From an optimization exercise on the open Yosys and OpenROAD flow, aimed at small area, a short achievable clock period and few clock cycles per item; shortcuts taken in it are not production practice. RTL that was checked went through simulation tests only; none was proved equivalent to the original. For runs 1 and 3, only the layout was checked, not whether the RTL still works.

<file path="config.mk">
export PLATFORM = sky130hd
export DESIGN_NAME = idct_8x8
export DESIGN_NICKNAME = idct_8x8
export VERILOG_FILES = /design/flow/design.v
export SDC_FILE = /design/flow/constraint.sdc
export NUM_CORES = 4
export LEC_CHECK = 0
export CAP_MARGIN = 20
export CORE_MARGIN = 2
export CORE_UTILIZATION = 40
export SLEW_MARGIN = 20
</file>
<file path="constraint.sdc">
create_clock -name core_clock -period 12.0 [get_ports {clk}]
set_input_delay 2.4000 -clock core_clock [delete_from_list [all_inputs] [get_ports {clk}]]
set_output_delay 2.4000 -clock core_clock [all_outputs]
set_load 0.01 [all_outputs]
</file>
<file path="design.v">
module idct_8x8 #(
    parameter int DATA_W      = 16,
    parameter int COEF_FRAC   = 14,
    parameter int LEVEL_SHIFT = 0
) (
    input  logic              clk,
    input  logic              rst_n,
    input  logic              in_valid,
    output logic              in_ready,
    input  logic [DATA_W-1:0] in_data,
    output logic              out_valid,
    input  logic              out_ready,
    output logic [7:0]        out_data,
    output logic              busy,
    output logic              block_done
);
    function automatic logic [5:0] tr6(input logic [5:0] a);
        tr6 = {a[2:0], a[5:3]};
    endfunction
    function automatic logic [7:0] tr8(input logic [7:0] a);
        tr8 = {a[7:6], a[2:0], a[5:3]};
    endfunction
    logic [15:0] r_fh, r_ft;
    logic        r_fhv, r_ftv;
    logic        w_in_hs, w_f_pop;
    logic [2:0]  r_ru_k;
    assign in_ready = ~r_ftv;
    assign w_in_hs  = in_valid & ~r_ftv;
    always_ff @(posedge clk) begin
        if (w_f_pop ? (r_ftv || w_in_hs) : (w_in_hs && !r_fhv))
            r_fh <= r_ftv ? r_ft : in_data;
        if (w_in_hs && (r_ftv || (r_fhv && !w_f_pop)))
            r_ft <= in_data;
    end
    always_ff @(posedge clk or negedge rst_n) begin
        if (!rst_n) begin
            r_fhv  <= 1'b0;
            r_ftv  <= 1'b0;
            r_ru_k <= 3'd0;
        end else begin
            if (w_f_pop) r_ru_k <= r_ru_k + 3'd1;
            r_fhv <= r_ftv || w_in_hs || (r_fhv && !w_f_pop);
            r_ftv <= (r_ftv && !w_f_pop) || (w_in_hs && ((r_fhv && !w_f_pop) || r_ftv));
        end
    end
    logic         w_ru_done;
    logic [127:0] w_ru_res;
    logic         w_ru_ok7;
    assign w_f_pop = r_fhv && (r_ru_k != 3'd7 || w_ru_ok7);
    idct_mac8 u_ru (
        .clk(clk), .rst_n(rst_n),
        .in_v(w_f_pop), .in_x(r_fh), .in_k(r_ru_k),
        .done(w_ru_done), .res(w_ru_res)
    );
    logic [15:0] sr [8];
    logic [3:0]  sr_cnt;
    logic [7:0]  r_wb, r_rb;
    logic        w_b_wr, w_b_rd;
    logic [7:0]  w_bfill;
    logic [15:0] bmem [64];
    assign w_b_wr   = (sr_cnt != 4'd0);
    assign w_bfill  = r_wb - r_rb + {4'd0, sr_cnt};
    assign w_ru_ok7 = (sr_cnt <= 4'd4) && (w_bfill <= 8'd56);
    always_ff @(posedge clk) begin
        if (w_ru_done) begin
            for (int i = 0; i < 8; i++) sr[i] <= w_ru_res[16*i +: 16];
        end else begin
            for (int i = 0; i < 7; i++) sr[i] <= sr[i+1];
        end
        if (w_b_wr)
            bmem[r_wb[6] ? tr6(r_wb[5:0]) : r_wb[5:0]] <= sr[0];
    end
    always_ff @(posedge clk or negedge rst_n) begin
        if (!rst_n) begin
            sr_cnt <= 4'd0;
            r_wb   <= 8'd0;
        end else begin
            if (w_ru_done) sr_cnt <= 4'd8;
            else if (w_b_wr) sr_cnt <= sr_cnt - 4'd1;
            if (w_b_wr) r_wb <= r_wb + 8'd1;
        end
    end
    logic        r_cv;
    logic [15:0] r_cx;
    logic [2:0]  r_ck;
    logic [7:0]  w_bd;
    logic        w_b_avail;
    logic        w_cu_ok7;
    assign w_bd      = r_wb - tr8(r_rb);
    assign w_b_avail = (w_bd != 8'd0) && !w_bd[7];
    assign w_b_rd    = w_b_avail && (r_rb[2:0] != 3'd7 || w_cu_ok7);
    always_ff @(posedge clk) begin
        r_cx <= bmem[r_rb[6] ? r_rb[5:0] : tr6(r_rb[5:0])];
        r_ck <= r_rb[2:0];
    end
    always_ff @(posedge clk or negedge rst_n) begin
        if (!rst_n) begin
            r_cv <= 1'b0;
            r_rb <= 8'd0;
        end else begin
            r_cv <= w_b_rd;
            if (w_b_rd) r_rb <= r_rb + 8'd1;
        end
    end
    logic         w_cu_done;
    logic [127:0] w_cu_res;
    idct_mac8 #(.PIX(1'b1)) u_cu (
        .clk(clk), .rst_n(rst_n),
        .in_v(r_cv), .in_x(r_cx), .in_k(r_ck),
        .done(w_cu_done), .res(w_cu_res)
    );
    logic [7:0] ps [8];
    logic [3:0] ps_cnt;
    logic [7:0] r_wp, r_rp;
    logic       w_p_wr, w_p_rd;
    logic [7:0] w_pfill;
    logic [7:0] pmem [64];
    assign w_p_wr   = (ps_cnt != 4'd0);
    assign w_pfill  = r_wp - r_rp + {4'd0, ps_cnt};
    assign w_cu_ok7 = (ps_cnt <= 4'd5) && (w_pfill <= 8'd56);
    always_ff @(posedge clk) begin
        if (w_cu_done) begin
            for (int i = 0; i < 8; i++) ps[i] <= w_cu_res[16*i +: 8];
        end else begin
            for (int i = 0; i < 7; i++) ps[i] <= ps[i+1];
        end
        if (w_p_wr)
            pmem[r_wp[6] ? tr6(r_wp[5:0]) : r_wp[5:0]] <= ps[0];
    end
    always_ff @(posedge clk or negedge rst_n) begin
        if (!rst_n) begin
            ps_cnt <= 4'd0;
            r_wp   <= 8'd0;
        end else begin
            if (w_cu_done) ps_cnt <= 4'd8;
            else if (w_p_wr) ps_cnt <= ps_cnt - 4'd1;
            if (w_p_wr) r_wp <= r_wp + 8'd1;
        end
    end
    logic       r_ov, r_olast;
    logic [7:0] r_od;
    logic [7:0] w_pd;
    logic       w_p_avail;
    logic       w_out_hs;
    assign w_pd      = r_wp - tr8(r_rp);
    assign w_p_avail = (w_pd != 8'd0) && !w_pd[7];
    assign w_out_hs  = r_ov && out_ready;
    assign w_p_rd    = w_p_avail && (!r_ov || out_ready);
    always_ff @(posedge clk) begin
        if (w_p_rd)
            r_od <= pmem[r_rp[6] ? r_rp[5:0] : tr6(r_rp[5:0])];
    end
    always_ff @(posedge clk or negedge rst_n) begin
        if (!rst_n) begin
            r_ov    <= 1'b0;
            r_olast <= 1'b0;
            r_rp    <= 8'd0;
        end else begin
            if (w_p_rd) begin
                r_ov    <= 1'b1;
                r_olast <= (r_rp[5:0] == 6'd63);
                r_rp    <= r_rp + 8'd1;
            end else if (out_ready) begin
                r_ov <= 1'b0;
            end
        end
    end
    assign out_valid  = r_ov;
    assign out_data   = r_od;
    assign block_done = w_out_hs && r_olast;
    logic [9:0] r_pend;
    logic [9:0] w_pend_nx;
    logic       r_busy;
    assign w_pend_nx = r_pend + {9'd0, w_in_hs} - {9'd0, w_out_hs};
    always_ff @(posedge clk or negedge rst_n) begin
        if (!rst_n) begin
            r_pend <= 10'd0;
            r_busy <= 1'b0;
        end else begin
            r_pend <= w_pend_nx;
            r_busy <= (w_pend_nx != 10'd0);
        end
    end
    assign busy = r_busy;
endmodule
module idct_mac8 #(
    parameter bit PIX = 1'b0
) (
    input  logic               clk,
    input  logic               rst_n,
    input  logic               in_v,
    input  logic signed [15:0] in_x,
    input  logic [2:0]         in_k,
    output logic               done,
    output logic [127:0]       res
);
    function automatic logic [2:0] route(input logic [2:0] k, input logic [1:0] j);
        case ({k, j})
            5'd0:  route = {1'b0, 2'd0};
            5'd1:  route = {1'b0, 2'd0};
            5'd2:  route = {1'b0, 2'd0};
            5'd3:  route = {1'b0, 2'd0};
            5'd4:  route = {1'b0, 2'd0};
            5'd5:  route = {1'b0, 2'd1};
            5'd6:  route = {1'b0, 2'd2};
            5'd7:  route = {1'b0, 2'd3};
            5'd8:  route = {1'b0, 2'd0};
            5'd9:  route = {1'b0, 2'd1};
            5'd10: route = {1'b1, 2'd1};
            5'd11: route = {1'b1, 2'd0};
            5'd12: route = {1'b0, 2'd1};
            5'd13: route = {1'b1, 2'd3};
            5'd14: route = {1'b1, 2'd0};
            5'd15: route = {1'b1, 2'd2};
            5'd16: route = {1'b0, 2'd0};
            5'd17: route = {1'b1, 2'd0};
            5'd18: route = {1'b1, 2'd0};
            5'd19: route = {1'b0, 2'd0};
            5'd20: route = {1'b0, 2'd2};
            5'd21: route = {1'b1, 2'd0};
            5'd22: route = {1'b0, 2'd3};
            5'd23: route = {1'b0, 2'd1};
            5'd24: route = {1'b0, 2'd1};
            5'd25: route = {1'b1, 2'd0};
            5'd26: route = {1'b0, 2'd0};
            5'd27: route = {1'b1, 2'd1};
            5'd28: route = {1'b0, 2'd3};
            5'd29: route = {1'b1, 2'd2};
            5'd30: route = {1'b0, 2'd1};
            5'd31: route = {1'b1, 2'd0};
            default: route = 3'd0;
        endcase
    endfunction
function automatic logic [15:0] rnd(input logic [31:0] s);
        if (s[31:29] == 3'b000 || s[31:29] == 3'b111)
            rnd = s[29:14];
        else if (s[31])
            rnd = 16'h8000;
        else
            rnd = 16'h7fff;
    endfunction
    function automatic logic [15:0] rpix(input logic [31:0] s);
        if (s[31])
            rpix = 16'd0;
        else if (s[30:29] != 2'b00)
            rpix = 16'd128;
        else
            rpix = {8'd0, s[29:22]};
    endfunction
    logic               r_av;
    logic [2:0]         r_ak;
    logic signed [15:0] r_x;
    logic signed [29:0] xs, ws;
    logic signed [29:0] r_m3, r_m7, r_m455, r_m799;
    assign ws = 30'(in_x);
    always_ff @(posedge clk or negedge rst_n) begin
        if (!rst_n) r_av <= 1'b0;
        else        r_av <= in_v;
    end
    always_ff @(posedge clk) begin
        r_ak   <= in_k;
        r_x    <= in_x;
        r_m3   <= (ws <<< 1) + ws;
        r_m7   <= (ws <<< 3) - ws;
        r_m455 <= (ws <<< 9) - (ws <<< 6) + (ws <<< 3) - ws;
        r_m799 <= (ws <<< 10) - (ws <<< 8) + (ws <<< 5) - ws;
    end
    logic signed [29:0] m8035, m6811, m4551, m1598, m7568, m5793, m3135;
    logic signed [29:0] w_lane [4];
    assign xs    = 30'(r_x);
    assign m4551 = (xs <<< 12) + r_m455;
    assign m6811 = (r_m455 <<< 4) - r_m455 - (r_m7 <<< 1);
    assign m1598 = r_m799 <<< 1;
    assign m8035 = (xs <<< 13) - (xs <<< 7) - (xs <<< 5) + r_m3;
    assign m3135 = (r_m7 <<< 9) - (r_m7 <<< 6) - xs;
    assign m7568 = ((xs <<< 9) - (xs <<< 5) - r_m7) <<< 4;
    assign m5793 = (xs <<< 13) - (r_m799 <<< 1) - r_m799 - (xs <<< 1);
    assign w_lane[0] = r_ak[0] ? m8035 : (r_ak[1] ? m7568 : m5793);
    assign w_lane[1] = r_ak[0] ? m6811 : m3135;
    assign w_lane[2] = m4551;
    assign w_lane[3] = m1598;
    logic               r_first, r_odd, r_last, r_done;
    logic signed [29:0] r_q [4];
    logic [3:0]         r_qn;
    logic [31:0]        w_sum [8];
    logic [31:0]        r_acc [8];
    assign done = r_done;
    always_ff @(posedge clk or negedge rst_n) begin
        if (!rst_n) begin
            r_first <= 1'b0;
            r_last  <= 1'b0;
            r_done  <= 1'b0;
        end else begin
            r_first <= r_av && r_ak == 3'd0;
            r_last  <= r_av && r_ak == 3'd7;
            r_done  <= r_last;
        end
    end
    always_ff @(posedge clk) begin
        r_odd <= r_ak[0];
        for (int j = 0; j < 4; j++) begin
            logic [2:0] rt;
            rt = route(r_ak, 2'(j));
            r_q[j]  <= r_av ? w_lane[rt[1:0]] : 30'sd0;
            r_qn[j] <= r_av && rt[2];
        end
    end
    always_comb begin
        for (int n = 0; n < 8; n++) begin
            logic [31:0] base;
            logic [31:0] p;
            logic        neg;
            base = r_first ? (PIX ? 32'd2105344 : 32'd8192) : r_acc[n];
            p    = 32'(r_q[n < 4 ? n : 7 - n]);
            neg  = r_qn[n < 4 ? n : 7 - n] ^ (n >= 4 && r_odd);
            w_sum[n] = base + (p ^ {32{neg}}) + {31'd0, neg};
            res[16*n +: 16] = PIX ? rpix(r_acc[n]) : rnd(r_acc[n]);
        end
    end
    always_ff @(posedge clk) begin
        for (int n = 0; n < 8; n++) r_acc[n] <= w_sum[n];
    end
endmodule
</file>
<file path="flow/run.sh">
#!/bin/bash
# Standard ORFS layout at the design's clock and constraints; the timing
# repair after CTS and after global routing is asked to keep extra setup
# slack so that the achieved period shrinks. Tool output goes to flow.log.
set -euo pipefail
bash standard.sh SETUP_SLACK_MARGIN=6.5 finish > flow.log 2>&1
</file>
<file path="standard.sh">
#!/bin/bash
# synth_recipe.tcl (not shown) runs the flow's synth.tcl, then flattens the netlist and writes it again
# the make line also repeats each setting of config.mk as NAME=value (left out here)
make -C /OpenROAD-flow-scripts/flow DESIGN_CONFIG=/design/flow/config.mk WORK_HOME=/design/flow/orfs CLKGATE_MAP_FILE= SYNTH_SCRIPT=/design/flow/synth_recipe.tcl "${@:-finish}"
</file>
==> results of run 1 <==
[what timing repair did]
action,in CTS,in global routing
gates cloned,0,0
buffers inserted,1,33
gates resized for setup,11,51
endpoints found under the setup margin,23,62
pin swaps,0,2
[path summary, 6_finish.rpt]
kind | depth (start not counted) | end
max | 3 | block_done
min | 0 | u_cu.r_ak[2]
max reg2reg | 15 | u_ru.r_q[3][29]
min reg2reg | 0 | u_cu.r_ak[2]
max in group asynchronous | 2 | ps_cnt[0]
min in group asynchronous | 1 | u_cu.r_first
[cell usage in the layout (no fill, tap or decap), types with 561 or more instances in the layout]
cell type	count
a21oi_1	1053
dfxtp_1	1101
edfxtp_1	1600
ha_1	1159
inv_1	831
nand2_1	1115
nor2_1	1164
nor2b_1	579
o21ai_0	760
xnor2_1	875
xor2_1	561
[worst max-delay path: stages]
cell and delay, ns:
buf_2 0.15, and3_1 0.18, dlygate4sd2_1 0.28
[area by class of cell]
type                            count  area, sq um  area share (%)
Antenna cell                        6        15.01        0.008139
Clock buffer                      403         8572           4.647
Clock inverter                    172         1966           1.066
Inverter                          846         3207           1.738
Multi-Input combinational cell  11333        88510           47.98
Sequential cell                  2826        73030           39.59
Tap cell                         5497         6878           3.729
Timing Repair Buffer              275         2287           1.240
[logic make-up (layout without fill, tap and decap cells)]
| logic type | after synthesis | in the layout | share of synthesized area (%) |
|---|---|---|---|
| AO/OA/AOI/OAI | 4014 | 4014 | 15.82 |
| AND/OR/NAND/NOR | 3915 | 3915 | 11.10 |
| flip-flops | 2826 | 2826 | 43.76 |
| adder cells (fa/ha/maj) | 1488 | 1488 | 12.66 |
| buffers and inverters | 1450 | 1696 | 3.304 |
| XOR/XNOR | 1436 | 1436 | 7.548 |
| multiplexers | 480 | 480 | 5.804 |
| other | 0 | 6 | 0 |
[metal layers]
metal  vias up  wire, um  global-route usage, %  share of wire [%]
met3       808     33490                  2.902                7.2
met5         -        36                      0             0.0077
met4         6     15400                  6.796                3.3
met2      4156    201800                  32.81                 43
met1     58211    214700                  31.27                 46
li1      56779         -                      -                  -
[through the flow]
stage                     instances  hold slack [ns]
after floorplan               15609           0.3096
after CTS                     21318           0.3205
after detailed placement      20742           0.3118
final                         21358           0.3202
after global placement        20741           0.3114
after global routing          21353           0.3250
[sequential cells by signal, indices dropped and copies added, names as in the netlist, 14 cells and up]
name	count
u_cu.r_m7	16
u_ru.r_acc	256
ps	64
u_cu.r_x	14
u_cu.r_m455	29
r_ft	16
u_ru.r_m3	16
u_cu.r_m3	17
u_ru.r_m799	27
r_fh	16
bmem	1024
u_ru.r_q	120
r_cx	16
u_cu.r_m799	27
u_ru.r_m455	30
u_cu.r_acc	256
u_ru.r_x	14
pmem	512
u_cu.r_q	120
u_ru.r_m7	16
sr	128
==> results by group, run 1 <==
Cells and area
  – Design area: between 150000 and 200000 sq um
  – # fillers: between 30000 and 40000
  – Fin util: between 40% and 50%
  – Area delta synth->final: 10.70%
  – Share of post-route cells with drive strength above 1: ~8.8%
  – # nets final: between 15000 and 20000

Synth
  – Post-Syn Area: 166600 sq um
  – Most frequent cell after synthesis: edfxtp_1
  – Post-synthesis instance total: approximately 16000
  – Area leader, netlist: edfxtp_1
  – Async set-reset flop share out of synthesis: between 2 and 2.5%
  – Netlist cell types: 98
  – Yosys warning count: 13
  – Syn nets: roughly 17000
  – Mean post-synth cell area: about 11 sq um
  – Register area share after synthesis: 43.76%
  – Primary FF master, synth: edfxtp_1
  – Number of flops mapped to enable cells by yosys: 1600
  – Synth cell count leaders: edfxtp_1 (1600), nor2_1 (1170), dfxtp_1 (1159), ha_1 (1159), nand2_1 (1115)
  – Register bit total from synthesis: 2826
  – Post-synth top area share: 28.83%
  – Top cells by area, synth: edfxtp_1 (29%), dfxtp_1 (14%), ha_1 (8.7%), mux4_2 (5.2%), xnor2_1 (4.6%)

Die
  – Initial Utilization: roughly 40%
  – Row cnt: 237
  – Core area: 415700 sq um
  – I/O pins: 32
  – Die area: ~420000 sq um
  – Die H: between 600 and 700 um
  – Die span in x: 649.4 um

Clock network
  – CTS tree: built
  – CTS Hold Bufs: 0
  – Clk sinks: roughly 2800
  – CTS Buf Count: ~320
  – Clock transition at path regs: 0.06 ns
  – Clock Path Buffers: 4
  – H-tree Lvls: 5
  – Later-pin clock latency in the skew report: 0.96 ns
  – CTS root buf: clkbuf_16

Placed design
  – Placed cell area: about 170000 sq um
  – Post-DP HPWL: around 330000 um
  – Port bufs: 31
  – Gp weighted congestion: roughly 0.96
  – DP Worst Slack: 5.840 ns

Setup path
  – Endpoint class of the critical path: output port
  – Crit start category: input pin
  – R2R setup slack: roughly 6.6 ns
  – Critical path origin: out_ready
  – Critical Path RT: 9.60 ns
  – Crit Path Class: input pin to output port
  – Max FO, Critical Path: 3
  – CP arrival: around 3 ns
  – Critical R2R Launch: u_ru.r_x[7]

Routing
  – Drt pass-1 iters: 9
  – Remaining DRCs: 0
  – Antenna-violating nets left: 0
  – DRT iter0 DRCs: between 10000 and 15000
  – Wirelength, routed: about 470000 um
  – Avg Vias per Cell: between 5 and 6
  – Vias: roughly 120k
  – Drt wl/cell: approximately 22 um

Run status
  – Status: complete, no violations

STA
  – Minimum clock period: about 5.4 ns
  – Fmax: 184.9 MHz
  – Final Hold Vio Count: 0
  – Final setup margin: ~6.6 ns
  – Slew HR: between 15 and 20%
  – Slew Limit Fails: 0
  – Tcrit/Tclk final: 45.07%
  – Final setup fails: 0
  – Slew @ Worst Pin: approximately 1.3 ns
  – RSZ-0062 raised after global routing: true
  – Setup TNS: 0 ns
  – Clock skew: ~0.080 ns

Job
  – Max Cap Viol: 0

Global routing
  – Largest net degree at the start of global routing: about 130
  – Number of global-route vias before repair: 116186
  – Total congestion overflow: 0
  – Total GRT Usage: approximately 21%
  – Initial antenna violation count: 15
  – First-pass GRT wire length: slightly above 700000 um

Hold path
  – Worst hold path type: flip-flop to flip-flop
  – Min-delay src: r_ck[2]
==> run 2: changes to the inputs <==
--- a/design.v
+++ b/design.v
@@ -20,6 +20,18 @@
     function automatic logic [7:0] tr8(input logic [7:0] a);
         tr8 = {a[7:6], a[2:0], a[5:3]};
     endfunction
+    function automatic logic [7:0] pix(input logic signed [15:0] a);
+        logic [16:0]       s;
+        logic signed [10:0] t;
+        s = {a[15], a} + 17'd128;
+        t = 11'($signed(s[16:8])) + 11'(LEVEL_SHIFT);
+        if (t[10])
+            pix = 8'd0;
+        else if (t[9:8] != '0)
+            pix = 8'd255;
+        else
+            pix = t[7:0];
+    endfunction
     logic [15:0] r_fh, r_ft;
     logic        r_fhv, r_ftv;
     logic        w_in_hs, w_f_pop;
@@ -60,7 +72,7 @@
     logic [15:0] bmem [64];
     assign w_b_wr   = (sr_cnt != 4'd0);
     assign w_bfill  = r_wb - r_rb + {4'd0, sr_cnt};
-    assign w_ru_ok7 = (sr_cnt <= 4'd4) && (w_bfill <= 8'd56);
+    assign w_ru_ok7 = (sr_cnt <= 4'd3) && (w_bfill <= 8'd56);
     always_ff @(posedge clk) begin
         if (w_ru_done) begin
             for (int i = 0; i < 8; i++) sr[i] <= w_ru_res[16*i +: 16];
@@ -117,7 +129,7 @@
     logic [7:0] pmem [64];
     assign w_p_wr   = (ps_cnt != 4'd0);
     assign w_pfill  = r_wp - r_rp + {4'd0, ps_cnt};
-    assign w_cu_ok7 = (ps_cnt <= 4'd5) && (w_pfill <= 8'd56);
+    assign w_cu_ok7 = (ps_cnt <= 4'd4) && (w_pfill <= 8'd56);
     always_ff @(posedge clk) begin
         if (w_cu_done) begin
             for (int i = 0; i < 8; i++) ps[i] <= w_cu_res[16*i +: 8];
@@ -279,21 +291,19 @@
     assign w_lane[1] = r_ak[0] ? m6811 : m3135;
     assign w_lane[2] = m4551;
     assign w_lane[3] = m1598;
-    logic               r_first, r_odd, r_last, r_done;
+    logic               r_first, r_odd, r_last;
     logic signed [29:0] r_q [4];
     logic [3:0]         r_qn;
     logic [31:0]        w_sum [8];
     logic [31:0]        r_acc [8];
-    assign done = r_done;
+    assign done = r_last;
     always_ff @(posedge clk or negedge rst_n) begin
         if (!rst_n) begin
             r_first <= 1'b0;
             r_last  <= 1'b0;
-            r_done  <= 1'b0;
         end else begin
             r_first <= r_av && r_ak == 3'd0;
             r_last  <= r_av && r_ak == 3'd7;
-            r_done  <= r_last;
         end
     end
     always_ff @(posedge clk) begin
@@ -314,7 +324,7 @@
             p    = 32'(r_q[n < 4 ? n : 7 - n]);
             neg  = r_qn[n < 4 ? n : 7 - n] ^ (n >= 4 && r_odd);
             w_sum[n] = base + (p ^ {32{neg}}) + {31'd0, neg};
-            res[16*n +: 16] = PIX ? rpix(r_acc[n]) : rnd(r_acc[n]);
+            res[16*n +: 16] = PIX ? rpix(w_sum[n]) : rnd(w_sum[n]);
         end
     end
     always_ff @(posedge clk) begin
==> run.sh (new file) <==
#!/bin/bash
# synth_recipe.tcl (not shown) runs the flow's synth.tcl, then flattens the netlist and writes it again
# the make line also repeats each setting of config.mk as NAME=value (left out here)
make -C /OpenROAD-flow-scripts/flow DESIGN_CONFIG=/design/flow/config.mk WORK_HOME=/design/flow/orfs CLKGATE_MAP_FILE= SYNTH_SCRIPT=/design/flow/synth_recipe.tcl finish
removed: flow/run.sh
removed: standard.sh
==> run 2 against run 1 <==
Net effect:
- global-route usage barely moved
- clock skew decreased by 0.016 ns
- sequential share of layout area rose by 0.48 points
==> results by group, run 2 <==
Run status
  – Status: complete, no violations

Die
  – Die area: 417400 sq um (-1.0%)
  – Die H: 646.1 um (-0.52%)
  – Row cnt: 235 (-0.84%)
  – I/O pins: 32 (unchanged)
  – Initial Utilization: 40.20% (+0.12 points)
  – Core area: 410200 sq um (-1.3%)
  – Die span in x: 646.1 um (-0.52%)

Setup path
  – R2R setup slack: 6.17 ns (-0.46 ns)
  – Critical path origin: out_ready
  – Crit start category: input pin
  – R2r endpoint: u_cu.r_m455[26]
  – Crit path max-delay family: buffers and inverters
  – Endpoint class of the critical path: output port
  – CP arrival: 3.70 ns (+0.69 ns)
  – Max FO, Critical Path: 3 (unchanged)
  – Critical Path RT: 9.60 ns (about the same)
  – Buf/Inv on CP: 3 (+1)
  – Slowest-stage cell, CP: clkdlybuf4s50_1
  – CP max stage delay: 0.56 ns (+0.28 ns)
  – Critical path depth: 4 (+1)
  – Critical R2R Launch: r_cx[0]
  – Crit Path Class: input pin to output port
  – Path depth of the worst reg2reg path: 20 (+5)
  – Critical path's most frequent cell: clkdlybuf4s50_1
  – Worst path cell trace: clkdlybuf4s50_1 -> inv_1 -> nor3_1 -> clkdlybuf4s50_1

Clock network
  – CTS root buf: clkbuf_16
  – Clk sinks: 2823 (-0.11%)
  – Clock Path Buffers: 4 (unchanged)
  – Later-pin clock latency in the skew report: 0.94 ns (-0.02 ns)
  – Clock transition at path regs: 0.06 ns (about the same)
  – CTS Buf Count: 312 (-0.95%)
  – CTS tree: built
  – H-tree Lvls: 5 (unchanged)
  – Setup bufs post-CTS: 0 (-1)
  – CTS Hold Bufs: 0 (unchanged)
  – Cts repair resizes: 0 (-11)

Hold path
  – Worst hold path type: flip-flop to flip-flop
  – Min-delay src: r_cv
  – WHS Path Cells: 0 (unchanged)
  – Min-Delay Endpoint: u_cu.r_av

Synth
  – Async set-reset flop share out of synthesis: 2.303% (-0.068 points)
  – Mean post-synth cell area: 10.90 sq um (+2.1%)
  – Area leader, netlist: edfxtp_1
  – Yosys warning count: 13 (unchanged)
  – Synth cell count leaders: edfxtp_1 (1600), dfxtp_1 (1158), ha_1 (1158)
  – Register bit total from synthesis: 2823 (-0.11%)
  – Top cells by area, synth: edfxtp_1 (29%), dfxtp_1 (14%), ha_1 (8.8%), mux4_2 (5.2%), fa_1 (4.0%)
  – Netlist cell types: 109 (+11%)
  – Number of flops mapped to enable cells by yosys: 1600 (unchanged)
  – Post-Syn Area: 164900 sq um (-1.0%)
  – Post-synth top area share: 29.14% (+0.30 points)
  – Primary FF master, synth: edfxtp_1
  – Most frequent cell after synthesis: edfxtp_1
  – Syn nets: 16642 (-2.8%)
  – Register area share after synthesis: 44.18% (+0.41 points)
  – Post-synthesis instance total: 15135 (-3.0%)

Routing
  – Antenna-violating nets left: 0 (unchanged)
  – Remaining DRCs: 0 (unchanged)
  – Wire length on met3: 32560 um (-2.8%)
  – Vias: 116779 (-2.7%)
  – Wirelength, routed: 456100 um (-2.0%)
  – M1 WL: 210700 um (-1.9%)
  – Drt wl/cell: 21.88 um (+0.42%)
  – Drt pass-1 iters: 8 (-1)
  – Avg Vias per Cell: 5.602 (-0.26%)
  – WL met2: 198400 um (-1.7%)
  – Max Used Layer: met4
  – DRT iter0 DRCs: 10845 (-6.7%)

STA
  – Slew @ Worst Pin: 1.296 ns (+0.02148 ns)
  – RSZ-0062 raised after global routing: false
  – Clock skew: 0.06416 ns (-0.01591 ns)
  – Final Hold Vio Count: 0 (unchanged)
  – Slew HR: 13.29% (-1.8 points)
  – Final setup fails: 0 (unchanged)
  – Fmax: 163.9 MHz (-11%)
  – Setup TNS: 0 ns (unchanged)
  – Minimum clock period: 6.103 ns (+0.6945 ns)
  – Slew Limit Fails: 0 (unchanged)
  – Tcrit/Tclk final: 50.86% (+5.8 points)

Job
  – Max Cap Viol: 0 (unchanged)

Cells and area
  – Commonest non-fill, non-tap cells in the layout: edfxtp_1 (1600), ha_1 (1158), dfxtp_1 (1120), a21oi_1 (1053), nand2_1 (959)
  – Max reg flops: 1024 (unchanged)
  – # fillers: 38193 (-1.9%)
  – # nets final: 16642 (-2.7%)
  – Fin cells: 20845 (-2.4%)
  – Area delta synth->final: 10.38%
  – Share of post-route cells with drive strength above 1: 8.397% (-0.39 points)
  – Commonest non-fill, non-tap cell in the layout: edfxtp_1

Placed design
  – Port bufs: 31 (unchanged)
  – Post-DP HPWL: 322100 um (-1.9%)
  – Gp weighted congestion: 0.9556 (-0.46%)
  – Dpl cells: 20270 (-2.3%)

Global routing
  – Largest net degree at the start of global routing: 143 (+6.7%)
  – Total GRT Usage: 21.37% (-0.047 points)
  – First-pass GRT wire length: 694300 um (-1.7%)
  – Total congestion overflow: 0 (unchanged)
  – Initial antenna violation count: 9 (-6)
  – Number of global-route vias before repair: 113818 (-2.0%)
## run 2: changes by cell type in the layout (fill, tap and decap cells not counted), sizes merged, moves of 53 or more
cell	delta
o211ai	-133
nand3	+53
xor2	+166
xnor2	-184
nor2	-250
nand2	-155
## run 2: layout make-up
class,count,area (sq um),area share (%)
multi-input cells,10975,87210,47.91
flip-flops and latches,2823,72940,40.07
diodes,7,17.52,0.009623
repair buffers,234,1917,1.053
well taps,5451,6820,3.747
inverters,789,2962,1.627
clock inverters,151,1594,0.8757
clock buffers,415,8572,4.709
## run 2: cell families after synthesis
| kind of cell | share of synthesized area (%) |
|---|---|
| buffers and inverters | 3.076 |
| and+or+nand+nor | 10.86 |
| AOI/OAI and AO/OA | 15.63 |
| xor gates and xnor gates | 7.549 |
| muxes | 5.917 |
| DFF | 44.18 |
| adders and majority gates | 12.79 |
## run 2: worst register-to-register path: stages, from the launching register on
cell      delay, ns
dfxtp_1        0.79
inv_1          0.25
ha_1           0.44
ha_1           0.36
inv_1          0.05
a21oi_1        0.19
o21ai_0        0.26
a41oi_1        0.41
o21ai_0        0.15
a31oi_1        0.37
nor2b_1        0.08
o21ai_0        0.25
nand2b_1       0.10
xor2_1         0.15
ha_1           0.23
or4_1          0.57
a31oi_1        0.24
o21ai_0        0.19
a41oi_1        0.30
a21oi_1        0.13
xor2_1         0.15
## run 2: how the worst max path moves through the flow
| stage | endpoint | slack (ns) |
|---|---|---|
| 2_1_floorplan | block_done | 6.87 |
| 3_3_place_gp | r_busy | 5.61 |
| 3_5_place_dp | r_busy | 5.64 |
| 4_1_cts | block_done | 5.91 |
| 5_1_grt | u_cu.r_m455[26] | 5.59 |
| 6_report | block_done | 5.90 |
## run 2: per-stage QoR
stage / area [sq um] / utilization (%) / setup slack [ns] / hold WS, ns
after CTS: 182000 / 44.37 / 5.910 / 0.3750
after global placement: 171800 / 41.89 / 5.605 / 0.3359
after global routing: 182000 / 44.37 / 5.594 / 0.3877
after detailed placement: 171800 / 41.89 / 5.642 / 0.3379
after floorplan: 164900 / - / 6.866 / 0.3096
final: 182000 / 44.38 / 5.897 / 0.3860
## run 2: routing by layer
layer	GRT usage, %	vias to the layer above
li1	-	55477
met1	31.43	56573
met2	32.69	3994
met3	2.738	735
met4	6.494	0
met5	0	-
Testbench counts of run 2, summed over its fixed seeds: cycles 5,080, items 64.
==> run 3: changes to the inputs <==
--- a/design.v
+++ b/design.v
@@ -20,18 +20,6 @@
     function automatic logic [7:0] tr8(input logic [7:0] a);
         tr8 = {a[7:6], a[2:0], a[5:3]};
     endfunction
-    function automatic logic [7:0] pix(input logic signed [15:0] a);
-        logic [16:0]       s;
-        logic signed [10:0] t;
-        s = {a[15], a} + 17'd128;
-        t = 11'($signed(s[16:8])) + 11'(LEVEL_SHIFT);
-        if (t[10])
-            pix = 8'd0;
-        else if (t[9:8] != '0)
-            pix = 8'd255;
-        else
-            pix = t[7:0];
-    endfunction
     logic [15:0] r_fh, r_ft;
     logic        r_fhv, r_ftv;
     logic        w_in_hs, w_f_pop;
@@ -64,23 +52,36 @@
         .in_v(w_f_pop), .in_x(r_fh), .in_k(r_ru_k),
         .done(w_ru_done), .res(w_ru_res)
     );
+    localparam int PH_BW = 12;            
+    localparam int PH_BR = PH_BW + 50;    
+    localparam int PH_PW = PH_BR + 12;    
+    localparam int PH_PR = PH_PW + 50;    
+    function automatic int stg(input int base, input int d);
+        stg = (base + 7 * (d - 7) + 128) % 64;
+    endfunction
+    logic [5:0] r_ph;
     logic [15:0] sr [8];
     logic [3:0]  sr_cnt;
     logic [7:0]  r_wb, r_rb;
     logic        w_b_wr, w_b_rd;
     logic [7:0]  w_bfill;
-    logic [15:0] bmem [64];
-    assign w_b_wr   = (sr_cnt != 4'd0);
+    logic [3:0]  w_b_wd, w_b_rdd;
+    logic [15:0] bring [64];
+    assign w_b_wr   = (sr_cnt != 4'd0) && (r_ph - r_wb[5:0] == 6'(PH_BW)) &&
+                      ((r_wb - r_rb) < 8'd64);
     assign w_bfill  = r_wb - r_rb + {4'd0, sr_cnt};
-    assign w_ru_ok7 = (sr_cnt <= 4'd3) && (w_bfill <= 8'd56);
+    assign w_ru_ok7 = (sr_cnt == 4'd0) ||
+                      ((sr_cnt <= 4'd4) && w_b_wr && (w_bfill <= 8'd64));
+    assign w_b_wd   = r_wb[6] ? 4'd7 + {1'b0, r_wb[5:3]} - {1'b0, r_wb[2:0]} : 4'd7;
     always_ff @(posedge clk) begin
         if (w_ru_done) begin
             for (int i = 0; i < 8; i++) sr[i] <= w_ru_res[16*i +: 16];
-        end else begin
+        end else if (w_b_wr) begin
             for (int i = 0; i < 7; i++) sr[i] <= sr[i+1];
         end
-        if (w_b_wr)
-            bmem[r_wb[6] ? tr6(r_wb[5:0]) : r_wb[5:0]] <= sr[0];
+        for (int q = 0; q < 64; q++) bring[q] <= bring[(q + 63) % 64];
+        for (int d = 0; d < 15; d++)
+            if (w_b_wr && w_b_wd == 4'(d)) bring[stg(PH_BW + 1, d)] <= sr[0];
     end
     always_ff @(posedge clk or negedge rst_n) begin
         if (!rst_n) begin
@@ -93,16 +94,22 @@
         end
     end
     logic        r_cv;
-    logic [15:0] r_cx;
+    logic [15:0] r_cx, w_bq;
     logic [2:0]  r_ck;
     logic [7:0]  w_bd;
     logic        w_b_avail;
     logic        w_cu_ok7;
     assign w_bd      = r_wb - tr8(r_rb);
-    assign w_b_avail = (w_bd != 8'd0) && !w_bd[7];
+    assign w_b_avail = (w_bd != 8'd0) && !w_bd[7] && (r_ph - r_rb[5:0] == 6'(PH_BR));
     assign w_b_rd    = w_b_avail && (r_rb[2:0] != 3'd7 || w_cu_ok7);
+    assign w_b_rdd   = r_rb[6] ? 4'd7 : 4'd7 + {1'b0, r_rb[5:3]} - {1'b0, r_rb[2:0]};
+    always_comb begin
+        w_bq = bring[stg(PH_BR, 7)];
+        for (int d = 0; d < 15; d++)
+            if (w_b_rdd == 4'(d)) w_bq = bring[stg(PH_BR, d)];
+    end
     always_ff @(posedge clk) begin
-        r_cx <= bmem[r_rb[6] ? r_rb[5:0] : tr6(r_rb[5:0])];
+        r_cx <= w_bq;
         r_ck <= r_rb[2:0];
     end
     always_ff @(posedge clk or negedge rst_n) begin
@@ -126,18 +133,23 @@
     logic [7:0] r_wp, r_rp;
     logic       w_p_wr, w_p_rd;
     logic [7:0] w_pfill;
-    logic [7:0] pmem [64];
-    assign w_p_wr   = (ps_cnt != 4'd0);
+    logic [3:0] w_p_wd, w_p_rdd;
+    logic [7:0] pring [64];
+    assign w_p_wr   = (ps_cnt != 4'd0) && (r_ph - r_wp[5:0] == 6'(PH_PW)) &&
+                      ((r_wp - r_rp) < 8'd64);
     assign w_pfill  = r_wp - r_rp + {4'd0, ps_cnt};
-    assign w_cu_ok7 = (ps_cnt <= 4'd4) && (w_pfill <= 8'd56);
+    assign w_cu_ok7 = (ps_cnt == 4'd0) ||
+                      ((ps_cnt <= 4'd5) && w_p_wr && (w_pfill <= 8'd64));
+    assign w_p_wd   = r_wp[6] ? 4'd7 + {1'b0, r_wp[5:3]} - {1'b0, r_wp[2:0]} : 4'd7;
     always_ff @(posedge clk) begin
         if (w_cu_done) begin
             for (int i = 0; i < 8; i++) ps[i] <= w_cu_res[16*i +: 8];
-        end else begin
+        end else if (w_p_wr) begin
             for (int i = 0; i < 7; i++) ps[i] <= ps[i+1];
         end
-        if (w_p_wr)
-            pmem[r_wp[6] ? tr6(r_wp[5:0]) : r_wp[5:0]] <= ps[0];
+        for (int q = 0; q < 64; q++) pring[q] <= pring[(q + 63) % 64];
+        for (int d = 0; d < 15; d++)
+            if (w_p_wr && w_p_wd == 4'(d)) pring[stg(PH_PW + 1, d)] <= ps[0];
     end
     always_ff @(posedge clk or negedge rst_n) begin
         if (!rst_n) begin
@@ -150,17 +162,23 @@
         end
     end
     logic       r_ov, r_olast;
-    logic [7:0] r_od;
+    logic [7:0] r_od, w_pq;
     logic [7:0] w_pd;
     logic       w_p_avail;
     logic       w_out_hs;
     assign w_pd      = r_wp - tr8(r_rp);
-    assign w_p_avail = (w_pd != 8'd0) && !w_pd[7];
+    assign w_p_avail = (w_pd != 8'd0) && !w_pd[7] && (r_ph - r_rp[5:0] == 6'(PH_PR));
     assign w_out_hs  = r_ov && out_ready;
     assign w_p_rd    = w_p_avail && (!r_ov || out_ready);
+    assign w_p_rdd   = r_rp[6] ? 4'd7 : 4'd7 + {1'b0, r_rp[5:3]} - {1'b0, r_rp[2:0]};
+    always_comb begin
+        w_pq = pring[stg(PH_PR, 7)];
+        for (int d = 0; d < 15; d++)
+            if (w_p_rdd == 4'(d)) w_pq = pring[stg(PH_PR, d)];
+    end
     always_ff @(posedge clk) begin
         if (w_p_rd)
-            r_od <= pmem[r_rp[6] ? r_rp[5:0] : tr6(r_rp[5:0])];
+            r_od <= w_pq;
     end
     always_ff @(posedge clk or negedge rst_n) begin
         if (!rst_n) begin
@@ -188,8 +206,10 @@
         if (!rst_n) begin
             r_pend <= 10'd0;
             r_busy <= 1'b0;
+            r_ph   <= 6'd0;
         end else begin
             r_pend <= w_pend_nx;
+            r_ph   <= (w_in_hs && r_pend == 10'd0) ? 6'd1 : r_ph + 6'd1;
             r_busy <= (w_pend_nx != 10'd0);
         end
     end
@@ -291,19 +311,21 @@
     assign w_lane[1] = r_ak[0] ? m6811 : m3135;
     assign w_lane[2] = m4551;
     assign w_lane[3] = m1598;
-    logic               r_first, r_odd, r_last;
+    logic               r_first, r_odd, r_last, r_done;
     logic signed [29:0] r_q [4];
     logic [3:0]         r_qn;
     logic [31:0]        w_sum [8];
     logic [31:0]        r_acc [8];
-    assign done = r_last;
+    assign done = r_done;
     always_ff @(posedge clk or negedge rst_n) begin
         if (!rst_n) begin
             r_first <= 1'b0;
             r_last  <= 1'b0;
+            r_done  <= 1'b0;
         end else begin
             r_first <= r_av && r_ak == 3'd0;
             r_last  <= r_av && r_ak == 3'd7;
+            r_done  <= r_last;
         end
     end
     always_ff @(posedge clk) begin
@@ -324,7 +346,7 @@
             p    = 32'(r_q[n < 4 ? n : 7 - n]);
             neg  = r_qn[n < 4 ? n : 7 - n] ^ (n >= 4 && r_odd);
             w_sum[n] = base + (p ^ {32{neg}}) + {31'd0, neg};
-            res[16*n +: 16] = PIX ? rpix(w_sum[n]) : rnd(w_sum[n]);
+            res[16*n +: 16] = PIX ? rpix(r_acc[n]) : rnd(r_acc[n]);
         end
     end
     always_ff @(posedge clk) begin
==> flow/run.sh (new file) <==
#!/bin/bash
# Standard ORFS layout at the design's clock and constraints; the timing
# repair after CTS and after global routing is asked to keep extra setup
# slack so that the achieved period shrinks. Tool output goes to flow.log.
set -euo pipefail
bash standard.sh SETUP_SLACK_MARGIN=6.5 finish > flow.log 2>&1
==> standard.sh (new file) <==
#!/bin/bash
# synth_recipe.tcl (not shown) runs the flow's synth.tcl, then flattens the netlist and writes it again
# the make line also repeats each setting of config.mk as NAME=value (left out here)
make -C /OpenROAD-flow-scripts/flow DESIGN_CONFIG=/design/flow/config.mk WORK_HOME=/design/flow/orfs CLKGATE_MAP_FILE= SYNTH_SCRIPT=/design/flow/synth_recipe.tcl "${@:-finish}"
removed: run.sh
==> run 3 against run 2 <==
Net effect:
- still clean on timing, DRC and antenna
- non-clock buffer count shrank 23
- worst setup slack improved by 0.72 ns
- register-to-register slack improved by 0.47 ns
- hold slack worse by 0.080 ns
- clock skew shrank 0.0075 ns
- synthesized cell count rose by 0.67%
- via count decreased by 6.5%
- critical path type unchanged
==> results by group, run 3 <==
Run status
  – Status: complete, no violations

STA
  – Clock skew: 0.05669 ns (-0.007465 ns)
  – Setup TNS: 0 ns (unchanged)
  – Final setup margin: 6.620 ns (+0.7229 ns)
  – RSZ-0062 raised after global routing: true
  – Final setup fails: 0 (unchanged)
  – Fmax: 185.9 MHz (+13%)
  – Tcrit/Tclk final: 44.83% (-6.0 points)
  – Slew Limit Fails: 0 (unchanged)
  – Slew @ Worst Pin: 1.280 ns (-0.01560 ns)
  – Minimum clock period: 5.380 ns (-0.7229 ns)
  – Final Hold Vio Count: 0 (unchanged)
  – Slew HR: 14.65% (+1.4 points)

Setup path
  – CP arrival: 2.98 ns (-0.72 ns)
  – Crit Path Class: input pin to output port
  – Critical path origin: out_ready
  – Worst path cell trace: dlygate4sd2_1 -> inv_2 -> nor3_2 -> buf_2
  – Crit start category: input pin
  – Buf/Inv on CP: 3 (unchanged)
  – Critical R2R Launch: u_ru.r_m455[0]
  – R2R setup slack: 6.64 ns (+0.47 ns)
  – Critical path depth: 4 (unchanged)
  – Path depth of the worst reg2reg path: 16 (-20%)
  – R2r endpoint: u_ru.r_q[2][22]
  – Crit path max-delay family: buffers and inverters
  – Crit path to: block_done
  – Endpoint class of the critical path: output port
  – Slowest-stage cell, CP: dlygate4sd2_1
  – Critical Path RT: 9.60 ns (about the same)
  – CP max stage delay: 0.22 ns (-0.34 ns)
  – Max FO, Critical Path: 3 (unchanged)

Routing
  – Wirelength, routed: 411100 um (-9.9%)
  – Antenna-violating nets left: 0 (unchanged)
  – Avg Vias per Cell: 5.368 (-4.2%)
  – Drt pass-1 iters: 8 (unchanged)
  – Remaining DRCs: 0 (unchanged)
  – Vias: 109235 (-6.5%)
  – Drt wl/cell: 20.20 um (-7.7%)
  – DRT iter0 DRCs: 8522 (-21%)

Die
  – Core area: 365800 sq um (-11%)
  – Die H: 610.2 um (-5.6%)
  – Die span in x: 610.2 um (-5.6%)
  – Row cnt: 222 (-5.5%)
  – I/O pins: 32 (unchanged)
  – Die area: 372400 sq um (-11%)
  – Initial Utilization: 40.18% (about the same)

Cells and area
  – Design area: 163800 sq um (-10%)
  – Commonest non-fill, non-tap cell in the layout: dfxtp_1
  – # nets final: 16801 (+0.96%)
  – Area delta synth->final: 11.44%
  – Share of post-route cells with drive strength above 1: 8.896% (+0.50 points)
  – Max reg flops: 1024 (unchanged)
  – Commonest non-fill, non-tap cells in the layout: dfxtp_1 (2476), ha_1 (1195), nor2_1 (1127), a21oi_1 (1006), nand2_1 (940)
  – # fillers: 34830 (-8.8%)

Synth
  – Top cells by area, synth: dfxtp_1 (34%), ha_1 (10%), xnor2_1 (5.0%), edfxtp_1 (4.7%), fa_1 (4.5%)
  – Register bit total from synthesis: 2830 (+0.25%)
  – Netlist cell types: 113 (+3.7%)
  – Post-Syn Area: 147000 sq um (-11%)
  – Number of flops mapped to enable cells by yosys: 232 (-86%)
  – Yosys warning count: 15 (+2)
  – Post-synthesis instance total: 15237 (+0.67%)
  – Register area share after synthesis: 40.37% (-3.8 points)
  – Async set-reset flop share out of synthesis: 2.580% (+0.28 points)
  – Area leader, netlist: dfxtp_1
  – Primary FF master, synth: dfxtp_1
  – Most frequent cell after synthesis: dfxtp_1
  – Post-synth top area share: 34.39% (+5.3 points)
  – Syn nets: 16783 (+0.85%)
  – Mean post-synth cell area: 9.648 sq um (-11%)
  – Synth cell count leaders: dfxtp_1 (2525), ha_1 (1197), nor2_1 (1136)

Hold path
  – Worst hold path type: flip-flop to flip-flop

Clock network
  – CTS tree: built
  – Clock transition at path regs: 0.06 ns (about the same)
  – Clk sinks: 2830 (+0.25%)
  – CTS Hold Bufs: 0 (unchanged)
  – H-tree Lvls: 5 (unchanged)
  – CTS root buf: clkbuf_16
  – CTS Buf Count: 301 (-3.5%)
  – Clock Path Buffers: 4 (unchanged)
  – Later-pin clock latency in the skew report: 0.94 ns (about the same)

Placed design
  – Port bufs: 31 (unchanged)
  – Gp weighted congestion: 0.9603 (+0.49%)
  – Placed cell area: 152800 sq um (-11%)
  – DP Worst Slack: 5.795 ns (+0.1531 ns)
  – Post-DP HPWL: 305000 um (-5.3%)

Global routing
  – Total congestion overflow: 0 (unchanged)
  – Largest net degree at the start of global routing: 203 (+42%)
  – Initial antenna violation count: 25 (+16)
  – First-pass GRT wire length: 622900 um (-10%)
  – Total GRT Usage: 21.40% (+0.032 points)
  – Number of global-route vias before repair: 104613 (-8.1%)

Job
  – Max Cap Viol: 0 (unchanged)
run 3: changes by cell type after synthesis, moves of 92 or more:
cell      delta
xor2_1     -128
mux4_2     -380
inv_1      +117
a211oi_1    -92
nor2_1     +218
o211ai_1   +106
mux2_2     +363
edfxtp_1  -1368
dfxtp_1   +1367
o21ai_0    +114
xnor2_1    +153
a21o_1     -178
run 3: final cells by class:
class	count	area [sq um]	share of cell area, %
Multi-Input combinational cell	11008	82780	50.54
Sequential cell	2830	59450	36.29
Clock buffer	394	8514	5.198
Tap cell	4816	6026	3.678
Inverter	903	3430	2.094
Clock inverter	156	1803	1.101
Timing Repair Buffer	211	1733	1.058
Antenna cell	30	75.07	0.04583
run 3: worst reg2reg max path, cell delays in order, from the launching register on:
cell and delay, ns:
dfxtp_1 0.31, buf_4 0.33, clkinvlp_4 0.31, fa_1 0.61, ha_1 0.24, ha_1 0.38, a21oi_1 0.12, o21ai_0 0.24
a21oi_1 0.11, o21ai_0 0.22, a21oi_1 0.16, o311ai_0 0.83, nand2_1 0.15, xor2_1 0.43, a22oi_1 0.31, nand2b_1 0.25
o221a_2 0.28
run 3: what timing repair did:
item                                    in CTS  in global routing
setup buffers                               11                 25
cloned                                       0                  1
gates resized for setup                     23                 96
endpoints found under the setup margin      31                150
pin swaps                                    1                  4
run 3: cell families (layout without fill, tap and decap cells):
kind of cell	after synthesis	in the layout	share of synthesized area, %
AOI/OAI and AO/OA	3779	3779	16.71
DFF	2830	2830	40.37
muxes	514	514	3.876
xor gates and xnor gates	1443	1443	8.603
other	0	30	0
and+or+nand+nor	3740	3741	12.14
buffers and inverters	1400	1664	3.596
adders and majority gates	1531	1531	14.70
run 3: metal layers:
layer	vias up	global-route usage, %	part of all wire [%]
met2	3182	34.64	45
met4	14	10.59	5.7
li1	53458	-	-
met5	-	0	0.024
met1	51675	28.13	44
met3	906	2.699	5.5
run 3: through the flow:
| step | std cells | utilization (%) | hold WS [ns] |
|---|---|---|---|
| floorplan | 15237 | - | 0.3096 |
| global placement | 19727 | 41.75 | 0.3097 |
| detailed placement | 19729 | 41.76 | 0.3121 |
| CTS | 20290 | 44.61 | 0.2907 |
| global route | 20337 | 44.77 | 0.3043 |
| finish | 20348 | 44.78 | 0.3058 |
run 3: worst min-delay path by stage:
stage                  startpoint            end  slack, ns  cells after the start
detailed placement  bring[30][15]  bring[31][15]       0.31                      0
floorplan            bring[63][0]    bring[0][0]       0.31                      0
global route         bring[39][6]   bring[40][6]       0.30                      0
CTS                 bring[37][14]  bring[38][14]       0.29                      0
global placement     pring[62][2]   pring[63][2]       0.31                      0
finish               bring[39][6]   bring[40][6]       0.31                      0
==> run 4: changes to the inputs <==
--- a/design.v
+++ b/design.v
@@ -67,16 +67,16 @@
     logic [7:0]  w_bfill;
     logic [3:0]  w_b_wd, w_b_rdd;
     logic [15:0] bring [64];
-    assign w_b_wr   = (sr_cnt != 4'd0) && (r_ph - r_wb[5:0] == 6'(PH_BW)) &&
-                      ((r_wb - r_rb) < 8'd64);
-    assign w_bfill  = r_wb - r_rb + {4'd0, sr_cnt};
-    assign w_ru_ok7 = (sr_cnt == 4'd0) ||
-                      ((sr_cnt <= 4'd4) && w_b_wr && (w_bfill <= 8'd64));
+    logic [7:0]  w_brow;
+    assign w_brow   = r_wb + {4'd0, sr_cnt};
+    assign w_b_wr   = (sr_cnt != 4'd0);
+    assign w_bfill  = w_brow - r_rb;
+    assign w_ru_ok7 = (r_ph - w_brow[5:0] == 6'(PH_BW - 4)) && (w_bfill <= 8'd56);
     assign w_b_wd   = r_wb[6] ? 4'd7 + {1'b0, r_wb[5:3]} - {1'b0, r_wb[2:0]} : 4'd7;
     always_ff @(posedge clk) begin
         if (w_ru_done) begin
             for (int i = 0; i < 8; i++) sr[i] <= w_ru_res[16*i +: 16];
-        end else if (w_b_wr) begin
+        end else begin
             for (int i = 0; i < 7; i++) sr[i] <= sr[i+1];
         end
         for (int q = 0; q < 64; q++) bring[q] <= bring[(q + 63) % 64];
@@ -135,16 +135,14 @@
     logic [7:0] w_pfill;
     logic [3:0] w_p_wd, w_p_rdd;
     logic [7:0] pring [64];
-    assign w_p_wr   = (ps_cnt != 4'd0) && (r_ph - r_wp[5:0] == 6'(PH_PW)) &&
-                      ((r_wp - r_rp) < 8'd64);
+    assign w_p_wr   = (ps_cnt != 4'd0);
     assign w_pfill  = r_wp - r_rp + {4'd0, ps_cnt};
-    assign w_cu_ok7 = (ps_cnt == 4'd0) ||
-                      ((ps_cnt <= 4'd5) && w_p_wr && (w_pfill <= 8'd64));
+    assign w_cu_ok7 = (w_pfill <= 8'd56);
     assign w_p_wd   = r_wp[6] ? 4'd7 + {1'b0, r_wp[5:3]} - {1'b0, r_wp[2:0]} : 4'd7;
     always_ff @(posedge clk) begin
         if (w_cu_done) begin
             for (int i = 0; i < 8; i++) ps[i] <= w_cu_res[16*i +: 8];
-        end else if (w_p_wr) begin
+        end else begin
             for (int i = 0; i < 7; i++) ps[i] <= ps[i+1];
         end
         for (int q = 0; q < 64; q++) pring[q] <= pring[(q + 63) % 64];
@@ -282,39 +280,49 @@
     logic               r_av;
     logic [2:0]         r_ak;
     logic signed [15:0] r_x;
-    logic signed [29:0] xs, ws;
-    logic signed [29:0] r_m3, r_m7, r_m455, r_m799;
-    assign ws = 30'(in_x);
+    logic signed [18:0] r_m7;
+    logic signed [19:0] r_m15;
+    logic signed [21:0] r_m63;
     always_ff @(posedge clk or negedge rst_n) begin
         if (!rst_n) r_av <= 1'b0;
         else        r_av <= in_v;
     end
     always_ff @(posedge clk) begin
-        r_ak   <= in_k;
-        r_x    <= in_x;
-        r_m3   <= (ws <<< 1) + ws;
-        r_m7   <= (ws <<< 3) - ws;
-        r_m455 <= (ws <<< 9) - (ws <<< 6) + (ws <<< 3) - ws;
-        r_m799 <= (ws <<< 10) - (ws <<< 8) + (ws <<< 5) - ws;
-    end
-    logic signed [29:0] m8035, m6811, m4551, m1598, m7568, m5793, m3135;
-    logic signed [29:0] w_lane [4];
-    assign xs    = 30'(r_x);
-    assign m4551 = (xs <<< 12) + r_m455;
-    assign m6811 = (r_m455 <<< 4) - r_m455 - (r_m7 <<< 1);
-    assign m1598 = r_m799 <<< 1;
-    assign m8035 = (xs <<< 13) - (xs <<< 7) - (xs <<< 5) + r_m3;
-    assign m3135 = (r_m7 <<< 9) - (r_m7 <<< 6) - xs;
-    assign m7568 = ((xs <<< 9) - (xs <<< 5) - r_m7) <<< 4;
-    assign m5793 = (xs <<< 13) - (r_m799 <<< 1) - r_m799 - (xs <<< 1);
-    assign w_lane[0] = r_ak[0] ? m8035 : (r_ak[1] ? m7568 : m5793);
-    assign w_lane[1] = r_ak[0] ? m6811 : m3135;
-    assign w_lane[2] = m4551;
-    assign w_lane[3] = m1598;
+        r_ak  <= in_k;
+        r_x   <= in_x;
+        r_m7  <= (19'(in_x) <<< 3) - 19'(in_x);
+        r_m15 <= (20'(in_x) <<< 4) - 20'(in_x);
+        r_m63 <= (22'(in_x) <<< 6) - 22'(in_x);
+    end
+    logic signed [28:0] xs, m7, m15, m63;
+    logic signed [28:0] a1, a2, a3, b1, b2, b4;
+    logic               odd, k2;
+    logic signed [28:0] w_lane [4];
+    assign xs  = 29'(r_x);
+    assign m7  = 29'(r_m7);
+    assign m15 = 29'(r_m15);
+    assign m63 = 29'(r_m63);
+    assign odd = r_ak[0];
+    assign k2  = r_ak[1];
+    assign a1 = odd ? (m63 <<< 7) : (k2 ? (m15 <<< 9) : (m15 <<< 8));
+    assign a2 = odd ? ~(m7 <<< 1) : (k2 ? ~(m7 <<< 4) : (m63 <<< 5));
+    assign a3 = odd ? ~m15 : (k2 ? 29'sd0 : ~m63);
+    assign b1 = odd ? (m7 <<< 10) : (m7 <<< 9);
+    assign b2 = odd ? m63 : ~xs;
+    assign b4 = odd ? (m7 <<< 2) : 29'sd0;
+    assign w_lane[0] = a1 + a2 + a3 + 29'({1'b0, odd} + 2'd1);
+    assign w_lane[1] = b1 + b2 - (m7 <<< 6) + b4 + 29'({1'b0, !odd});
+    assign w_lane[2] = (xs <<< 12) + m7 + (m7 <<< 6);
+    assign w_lane[3] = (xs <<< 11) - (xs <<< 1) - (m7 <<< 6);
     logic               r_first, r_odd, r_last, r_done;
-    logic signed [29:0] r_q [4];
+    logic signed [28:0] r_q [4];
     logic [3:0]         r_qn;
     logic [31:0]        w_sum [8];
+    logic [31:0]        w_sa [8], w_sb [8];
+    logic               w_sc [8];
+    for (genvar n = 0; n < 8; n++) begin : g_add
+        idct_bk32 u_add (.a(w_sa[n]), .b(w_sb[n]), .cin(w_sc[n]), .s(w_sum[n]));
+    end
     logic [31:0]        r_acc [8];
     assign done = r_done;
     always_ff @(posedge clk or negedge rst_n) begin
@@ -333,7 +341,7 @@
         for (int j = 0; j < 4; j++) begin
             logic [2:0] rt;
             rt = route(r_ak, 2'(j));
-            r_q[j]  <= r_av ? w_lane[rt[1:0]] : 30'sd0;
+            r_q[j]  <= r_av ? w_lane[rt[1:0]] : 29'sd0;
             r_qn[j] <= r_av && rt[2];
         end
     end
@@ -345,7 +353,9 @@
             base = r_first ? (PIX ? 32'd2105344 : 32'd8192) : r_acc[n];
             p    = 32'(r_q[n < 4 ? n : 7 - n]);
             neg  = r_qn[n < 4 ? n : 7 - n] ^ (n >= 4 && r_odd);
-            w_sum[n] = base + (p ^ {32{neg}}) + {31'd0, neg};
+            w_sa[n] = base;
+            w_sb[n] = p ^ {32{neg}};
+            w_sc[n] = neg;
             res[16*n +: 16] = PIX ? rpix(r_acc[n]) : rnd(r_acc[n]);
         end
     end
@@ -353,3 +363,29 @@
         for (int n = 0; n < 8; n++) r_acc[n] <= w_sum[n];
     end
 endmodule
+module idct_bk32 (
+    input  logic [31:0] a,
+    input  logic [31:0] b,
+    input  logic        cin,
+    output logic [31:0] s
+);
+    logic [31:0] g0, p0;
+    logic [31:0] gg, pp;
+    assign g0 = a & b;
+    assign p0 = a ^ b;
+    always_comb begin
+        gg = {g0[31:1], g0[0] | (p0[0] & cin)};
+        pp = p0;
+        for (int l = 1; l < 32; l = l * 2)
+            for (int i = 2 * l - 1; i < 32; i = i + 2 * l) begin
+                gg[i] = gg[i] | (pp[i] & gg[i-l]);
+                pp[i] = pp[i] & pp[i-l];
+            end
+        for (int l = 8; l >= 1; l = l / 2)
+            for (int i = 3 * l - 1; i < 32; i = i + 2 * l) begin
+                gg[i] = gg[i] | (pp[i] & gg[i-l]);
+                pp[i] = pp[i] & pp[i-l];
+            end
+    end
+    assign s = p0 ^ {gg[30:0], cin};
+endmodule
==> flow/run.sh (replaced) <==
#!/bin/bash
# Standard ORFS layout at the design's clock and constraints; the timing
# repair after CTS and after global routing is asked to keep extra setup
# slack so that the achieved period shrinks. Tool output goes to flow.log.
set -euo pipefail
bash standard.sh SETUP_SLACK_MARGIN=6.8 finish > flow.log 2>&1
--- a/config.mk
+++ b/config.mk
@@ -7,5 +7,5 @@
 export LEC_CHECK = 0
 export CAP_MARGIN = 20
 export CORE_MARGIN = 2
-export CORE_UTILIZATION = 40
+export CORE_UTILIZATION = 55
 export SLEW_MARGIN = 20
==> run 4 against run 3 <==
Net effect:
- clock skew grew 0.062 ns
- clock-buffer cell count increased by 9
- largest cell class unchanged
- hold slack got worse by 0.047 ns
- critical endpoint unchanged
==> results by group, run 4 <==
Run status
  – Status: complete, no violations

Global routing
  – Number of global-route vias before repair: 92543 (-12%)
  – Total GRT Usage: 30.05% (+8.6 points)
  – Initial antenna violation count: 9 (-64%)
  – Largest net degree at the start of global routing: 100 (-51%)
  – First-pass GRT wire length: 553200 um (-11%)
  – Total congestion overflow: 0 (unchanged)

STA
  – Minimum clock period: 5.183 ns (-0.1969 ns)
  – RSZ-0062 raised after global routing: true
  – Final Hold Vio Count: 0 (unchanged)
  – Tcrit/Tclk final: 43.19% (-1.6 points)
  – Final setup fails: 0 (unchanged)
  – Slew HR: 17.92% (+3.3 points)
  – Slew @ Worst Pin: 1.231 ns (-0.04908 ns)
  – Setup TNS: 0 ns (unchanged)
  – Slew Limit Fails: 0 (unchanged)
  – Fmax: 192.9 MHz (+3.8%)
  – WHS: 0.2589 ns (-0.04691 ns)
  – Final setup margin: 6.817 ns (+0.1969 ns)
  – Clock skew: 0.1191 ns (+0.06242 ns)

Clock network
  – H-tree Lvls: 5 (unchanged)
  – CTS Buf Count: 295 (-2.0%)
  – Later-pin clock latency in the skew report: 0.97 ns (+0.03 ns)
  – CTS tree: built
  – Clock Path Buffers: 4 (unchanged)
  – CTS root buf: clkbuf_16
  – CTS Hold Bufs: 0 (unchanged)
  – Clock transition at path regs: 0.06 ns (about the same)
  – Clk sinks: 2756 (-2.6%)

Cells and area
  – Commonest non-fill, non-tap cells in the layout: dfxtp_1 (2603), inv_1 (1057), ha_1 (889), a21oi_1 (836), nor2_1 (772)
  – # nets final: 14078 (-16%)
  – Commonest non-fill, non-tap cell in the layout: dfxtp_1
  – Fin util: 61.52% (+17 points)
  – Area delta synth->final: 11.18%
  – Max reg flops: 1024 (unchanged)
  – # fillers: 19218 (-45%)
  – Share of post-route cells with drive strength above 1: 10.58% (+1.7 points)

Die
  – Row cnt: 177 (-20%)
  – Die span in x: 487.9 um (-20%)
  – I/O pins: 32 (unchanged)
  – Core area: 232800 sq um (-36%)
  – Die H: 487.9 um (-20%)
  – Die area: 238100 sq um (-36%)
  – Initial Utilization: 55.33% (+15 points)

Synth
  – Yosys warning count: 34 (+19)
  – Register bit total from synthesis: 2756 (-2.6%)
  – Area leader, netlist: dfxtp_1
  – Post-synth top area share: 40.71% (+6.3 points)
  – Post-synthesis instance total: 12726 (-16%)
  – Post-Syn Area: 128800 sq um (-12%)
  – Syn nets: 14078 (-16%)
  – Most frequent cell after synthesis: dfxtp_1
  – Synth cell count leaders: dfxtp_1 (2619), inv_1 (1060), ha_1 (890)
  – Number of flops mapped to enable cells by yosys: 64 (-72%)
  – Netlist cell types: 100 (-12%)
  – Async set-reset flop share out of synthesis: 2.649% (+0.069 points)
  – Top cells by area, synth: dfxtp_1 (41%), ha_1 (8.6%), fa_1 (6.9%), mux2_2 (4.4%), xnor2_1 (3.8%)
  – Register area share after synthesis: 43.62% (+3.3 points)
  – Primary FF master, synth: dfxtp_1
  – Mean post-synth cell area: 10.12 sq um (+4.9%)

Setup path
  – Critical R2R Launch: u_cu.r_ak[0]
  – Endpoint class of the critical path: output port
  – Max FO, Critical Path: 3 (unchanged)
  – Crit Path Class: input pin to output port
  – Critical Path RT: 9.60 ns (about the same)
  – CP arrival: 2.78 ns (-0.20 ns)
  – Crit start category: input pin
  – Critical path origin: out_ready

Routing
  – Drt wl/cell: 22.75 um (+13%)
  – Wirelength, routed: 365700 um (-11%)
  – Antenna-violating nets left: 0 (unchanged)
  – Remaining DRCs: 0 (unchanged)
  – Vias: 92637 (-15%)
  – DRT iter0 DRCs: 7697 (-9.7%)
  – Drt pass-1 iters: 9 (+1)
  – Avg Vias per Cell: 5.763 (+7.4%)

Placed design
  – Post-DP HPWL: 266800 um (-13%)
  – Port bufs: 31 (unchanged)
  – DP Worst Slack: 5.499 ns (-0.2965 ns)
  – Gp weighted congestion: 0.9819 (+2.2%)

Hold path
  – Worst hold path type: flip-flop to flip-flop
  – Min-delay src: bring[45][12]

Job
  – Max Cap Viol: 0 (unchanged)
[run 4: cell type report]
class	count	area, sq um	share of cell area [%]
timing repair inverter	1	8.758	0.006116
inverter	1065	4026	2.812
multi-input combinational	8414	67400	47.07
antenna	4	10.01	0.006990
tap	3132	3919	2.737
clock buffer	403	8393	5.861
sequential	2756	56240	39.27
clock inverter	106	1320	0.9218
timing repair buffer	193	1886	1.317
[run 4: worst max-delay path, cell delays in order]
cell	delay (ns)
buf_2	0.11
and3_4	0.16
buf_6	0.11
[run 4: through the flow]
stage               instances  cell area (sq um)
floorplan               12726             128800
global placement        15527             132300
detailed placement      15528             132300
CTS                     16046             142500
global route            16072             143200
finish                  16074             143200
[run 4: logic make-up after synthesis]
logic type / count (synthesis) / share of synthesized area (%)
AO/OA/AOI/OAI: 2797 / 14.21
XOR/XNOR: 1002 / 6.814
adder cells (fa/ha/maj): 1332 / 15.52
buffers and inverters: 1556 / 4.550
flip-flops: 2756 / 43.62
multiplexers: 590 / 5.072
AND/OR/NAND/NOR: 2693 / 10.22
[run 4: layer usage]
| metal | track usage (%) | part of all wire, % | vias up |
|---|---|---|---|
| met2 | 48.75 | 46 | 3072 |
| met3 | 4.063 | 5.7 | 906 |
| met4 | 13.87 | 5.2 | 2 |
| met1 | 39.78 | 43 | 45114 |
| li1 | - | - | 43543 |
| met5 | 0 | 0.0030 | - |
[run 4: repair_timing]
action / CTS / global route
setup endpoints to repair: 195 / 134
setup buffers: 8 / 17
gates resized for setup: 86 / 82
pin swaps: 6 / 12
cloned: 1 / 5
[run 4: final timing paths]
path,to,slack [ns],cells after the start
worst max-delay path,block_done,6.82,3
worst min-delay path,bring[46][12],0.26,0
worst max register to register,u_cu.r_q[0][24],6.90,19
worst min register to register,bring[46][12],0.26,0
max in group asynchronous,u_ru.r_done,9.09,2
min in group asynchronous,r_ov,1.46,1
Testbench counts of run 4, summed over its fixed seeds: cycles 5,096, items 64.

## separate check: timing with driven ports
No port has a modelled driver above. Below, the same layouts with a new extraction and two added sets of constraints. Step 1, drivers: a clkbuf_16 drives clk and a buf_2 each remaining input, both assumed. Step 2 moves the port delays by t, midway between the first and last clock arrival at a register: inputs arrive t later, outputs are due t later. That takes back most of the time a late clock gives input paths. Slacks: ideal ports / drivers / drivers and shift; pairs: ideal ports / drivers.
run	t, ns	setup slack, ns	worst setup path after step 2
run 1	1.038	6.592 / 6.564 / 6.043	input to register
run 2	1.018	5.897 / 5.869 / 5.760	input to register
run 3	1.026	6.620 / 6.595 / 6.092	input to register
run 4	1.004	6.817 / 6.794 / 6.261	input to register
After both steps every run listed still meets setup and hold. For run 4, which loses most, drivers alone change the setup slack by -0.023 ns; drivers and shift together by -0.556 ns.
